This is an optimization exercise on Yosys and OpenROAD, whose aim is small area, a short achievable clock period and few clock cycles per item, not a production implementation. In this exercise RTL edits were held to simulation tests only and were not proved equivalent to the original. The flow treats the clock pin as an ideal source, which a real chip does not have.

== old ==
==> flow/design.v (excerpt) <==
module idct_top (
	input logic CLOCK_50_I,
	input logic Resetn,
	input logic start,
	input logic [15:0] sram_read_data,
	output logic [15:0] sram_write_data,
	output idct_pkg::sram_addr_t sram_address,
	output logic write_en_n,
	output logic finish
);
	logic run;
	logic [2:0] blk;
	logic [1:0] ph;
	logic [2:0] rr;
	logic [3:0] kk;
	logic [5:0] cc;
	localparam logic [1:0] PH_R = 2'd0, PH_G = 2'd1, PH_C = 2'd2, PH_T = 2'd3;
	logic f0_v, f0_col;
	logic [2:0] f0_r, f0_k;
	logic port_free;
	always_comb begin
		f0_v = 1'b0;
		f0_col = 1'b0;
		f0_r = rr;
		f0_k = kk[2:0];
		if (run) begin
			if (ph == PH_R) begin
				f0_v = !kk[3];
			end else if (ph == PH_C) begin
				f0_v = 1'b1;
				f0_col = 1'b1;
				f0_r = cc[5:3];
				f0_k = cc[2:0];
			end
		end
	end
	assign port_free = (ph != PH_R) || kk[3];
	logic fv [1:7];
	logic fcol [1:7];
	logic [2:0] fr [1:7];
	logic [2:0] fk [1:7];
	logic [2:0] fb [1:7];
	always_ff @(posedge CLOCK_50_I or negedge Resetn) begin
		if (!Resetn) begin
			for (int i = 1; i <= 7; i++) fv[i] <= 1'b0;
		end else begin
			fv[1] <= f0_v;
			for (int i = 2; i <= 7; i++) fv[i] <= fv[i-1];
		end
	end
	always_ff @(posedge CLOCK_50_I) begin
		{fcol[1], fr[1], fk[1], fb[1]} <= {f0_col, f0_r, f0_k, blk};
  ...
Size in the first run: roughly 6700 cells after synthesis, ~1800 flip-flops, about 55 I/O pins, ~74000 sq um of cells after synthesis.
export LEC_CHECK = 0
export CAP_MARGIN = 20
export CORE_MARGIN = 2
export CORE_UTILIZATION = 40
export SLEW_MARGIN = 20
create_clock -name core_clock -period 12.0 [get_ports {CLOCK_50_I}]
standard.sh (not shown) runs the stock make flow with config.mk's settings and CLKGATE_MAP_FILE= SYNTH_SCRIPT=/design/flow/synth_recipe.tcl, a recipe that flattens the netlist after the stock synthesis.
==> flow/flow/run.sh <==
#!/bin/bash
# Standard ORFS layout, plus one extra setup repair right after CTS (post_cts.tcl)
# that works toward a shorter period than the 12 ns constraint, which the
# standard repair never does since every path already meets 12 ns.
# The SDC, the clock period and every other step are the standard flow's own.
set -euo pipefail
export POST_CTS_TCL="$PWD/flow/post_cts.tcl"
bash standard.sh > standard_flow.log 2>&1
==> flow/flow/post_cts.tcl <==
# Extra setup repair after CTS: aim for 7.6 ns of slack at the 12 ns
# constraint, i.e. a 4.4 ns period, by resizing and buffering.
puts "post_cts: extra repair_timing, setup margin 7.6 ns"
estimate_parasitics -placement
report_worst_slack
repair_timing -setup -setup_margin 7.6 -verbose
detailed_placement
check_placement -verbose
estimate_parasitics -placement
report_worst_slack
report_design_area
No stage failed in old, and the final checks on the layout all came back clean.
Testbench counts of old, summed over its fixed seeds: cycles 35,872, images 32.
## Diff of input files: new against old
==> flow/run.sh (new file) <==
#!/bin/bash
# synth_recipe.tcl (not shown) runs the flow's synth.tcl, then flattens the netlist and writes it again
# the make line also repeats each setting of config.mk as NAME=value (left out here)
make -C /OpenROAD-flow-scripts/flow DESIGN_CONFIG=/design/flow/config.mk WORK_HOME=/design/flow/orfs CLKGATE_MAP_FILE= SYNTH_SCRIPT=/design/flow/synth_recipe.tcl finish
removed: flow/flow/run.sh
removed: flow/flow/post_cts.tcl
removed: flow/standard.sh
- The lower critical path depth of old and new is in old.
- Of the two candidates, old has the better maximum frequency and new the worse one.
- In the metrics for old and new, the one carrying the higher synthesis-to-finish area growth is old.
- ~same final HPWL from detailed placement in old and new
- Cmp new vs old: wire length after detailed routing lower in new

---

== job 101 ==
idct_top, a different RTL version from the one above (not shown whole).
Size in the first run: about 55 I/O pins.
export LEC_CHECK = 0
export CAP_MARGIN = 20
export CORE_MARGIN = 2
export CORE_UTILIZATION = 62
export CTS_CLUSTER_DIAMETER = 100
export CTS_CLUSTER_SIZE = 24
export PLACE_DENSITY = 0.7
export SLEW_MARGIN = 20
create_clock -name core_clock -period 12.0 [get_ports {CLOCK_50_I}]
==> flow/flow/run.sh <==
#!/bin/bash
# Standard ORFS layout, plus extra setup repair right after CTS (post_cts.tcl)
# and after global routing (post_grt.tcl), both working toward a shorter
# period than the 12 ns constraint, which the standard repair never does
# since every path already meets 12 ns. The SDC, the clock period and every
# other step are the standard flow's own.
set -euo pipefail
export POST_CTS_TCL="$PWD/flow/post_cts.tcl"
export POST_GLOBAL_ROUTE_TCL="$PWD/flow/post_grt.tcl"
bash standard.sh > standard_flow.log 2>&1
==> flow/flow/post_cts.tcl <==
# Extra setup repair after CTS: aim for 7.8 ns of slack at the 12 ns
# constraint, i.e. a 4.2 ns period, by resizing and buffering.
puts "post_cts: extra repair_timing, setup margin 7.8 ns"
estimate_parasitics -placement
report_worst_slack
repair_timing -setup -setup_margin 7.8 -verbose
detailed_placement
check_placement -verbose
estimate_parasitics -placement
report_worst_slack
report_design_area
==> flow/flow/post_grt.tcl <==
# Extra setup repair after global routing, with global-route parasitics,
# toward the same short period as post_cts.tcl; hold is repaired too.
puts "post_grt: extra repair_timing"
estimate_parasitics -global_routing
report_worst_slack
global_route -start_incremental
repair_timing -setup_margin 7.8 -verbose
detailed_placement
global_route -end_incremental
estimate_parasitics -global_routing
report_worst_slack
report_worst_slack -min
report_design_area
Job 101 finished every step from synthesis to the final layout, and the layout passed the timing, DRC and antenna checks.
Testbench counts of job 101, summed over its fixed seeds: cycles 35,872, images 32.
Modified inputs, job 102 compared to job 101
- PLACE_DENSITY now 0.65, was 0.7
- CORE_UTILIZATION now 55, was 62
==> flow/flow/post_cts.tcl <==
# Extra setup repair after CTS: aim for 8.0 ns of slack at the 12 ns
# constraint, i.e. a 4.0 ns period, by resizing and buffering.
puts "post_cts: extra repair_timing, setup margin 8.0 ns"
estimate_parasitics -placement
report_worst_slack
repair_timing -setup -setup_margin 8.0 -verbose
detailed_placement
check_placement -verbose
estimate_parasitics -placement
report_worst_slack
report_design_area
diff --git a/flow/flow/post_grt.tcl b/flow/flow/post_grt.tcl
--- a/flow/flow/post_grt.tcl
+++ b/flow/flow/post_grt.tcl
@@ -6,3 +6,3 @@
 global_route -start_incremental
-repair_timing -setup_margin 7.8 -verbose
+repair_timing -setup_margin 8.0 -verbose
 detailed_placement
## What came out
Having completed the whole flow, job 102 delivered a layout that passed the timing, DRC and antenna checks.
STATUS final area: job 102 loses against job 101
acc_a[3][29]$_DFF_P_ as the endpoint of the worst setup timing path was reported by job 101, and tarr[95]$_DFF_P_ by job 102.
The run showing the smaller utilization after layout is job 102.
The via count was comparable across job 102 and job 101.
Critical path depth in cells: job 102 and job 101 compared, higher one is job 102
Between job 101 and job 102, the hold slack does not differ in any meaningful way.
In job 102, final period demand of the worst path is higher than in job 101.
[compare] base=job 101 new=job 102: clock-buffer cell count climbed 8, critical path buffer and inverter count rose 4.
Setup changes, job 102 to job 103
==> flow/flow/post_cts.tcl <==
# Extra setup repair after CTS: aim for 7.8 ns of slack at the 12 ns
# constraint, i.e. a 4.2 ns period, by resizing and buffering.
puts "post_cts: extra repair_timing, setup margin 7.8 ns"
estimate_parasitics -placement
report_worst_slack
repair_timing -setup -setup_margin 7.8 -verbose
detailed_placement
check_placement -verbose
estimate_parasitics -placement
report_worst_slack
report_design_area
diff --git a/flow/flow/post_grt.tcl b/flow/flow/post_grt.tcl
--- a/flow/flow/post_grt.tcl
+++ b/flow/flow/post_grt.tcl
@@ -6,3 +6,3 @@
 global_route -start_incremental
-repair_timing -setup_margin 8.0 -verbose
+repair_timing -setup_margin 7.8 -verbose
 detailed_placement
==> run summary <==
After detailed routing, job 102 needs more wire than job 103. Lower final standard cell utilization of the core goes to job 103 over job 102. Slew of the pin with the lowest slew margin sits higher in job 103 than in job 102.

[separate check: timing with driven ports]
The results above use ideal ports. As a check the final layouts listed here were re-extracted and re-timed, cells and wires unchanged.
Step 1, drivers: a clkbuf_16 drives CLOCK_50_I and a buf_2 each remaining input, both assumed.
Step 2 times the ports against the registers' clock, not the clock port: input delays grow and output delays shrink by t, the midpoint of the rising clock arrivals with the driver on.
Slacks: ideal ports / drivers / drivers and shift; pairs: ideal ports / drivers.
run | t, ns | setup WS [ns] | worst setup path after step 2 | clock arrival spread, ns | worst slew at a driven data input, ns
old | 0.907 | 7.429 / 7.429 / 7.429 | register to register | 0.064 / 0.064 | 0.05
new | 0.912 | 5.279 / 5.279 / 5.279 | register to register | 0.072 / 0.073 | 0.06
job 101 | 0.778 | 7.782 / 7.782 / 7.782 | register to register | 0.065 / 0.066 | 0.05
job 102 | 0.804 | 7.670 / 7.670 / 7.670 | register to register | 0.059 / 0.060 | 0.04
job 103 | 0.806 | 7.683 / 7.683 / 7.683 | register to register | 0.056 / 0.056 | 0.04
After both steps every run listed still meets setup and hold.
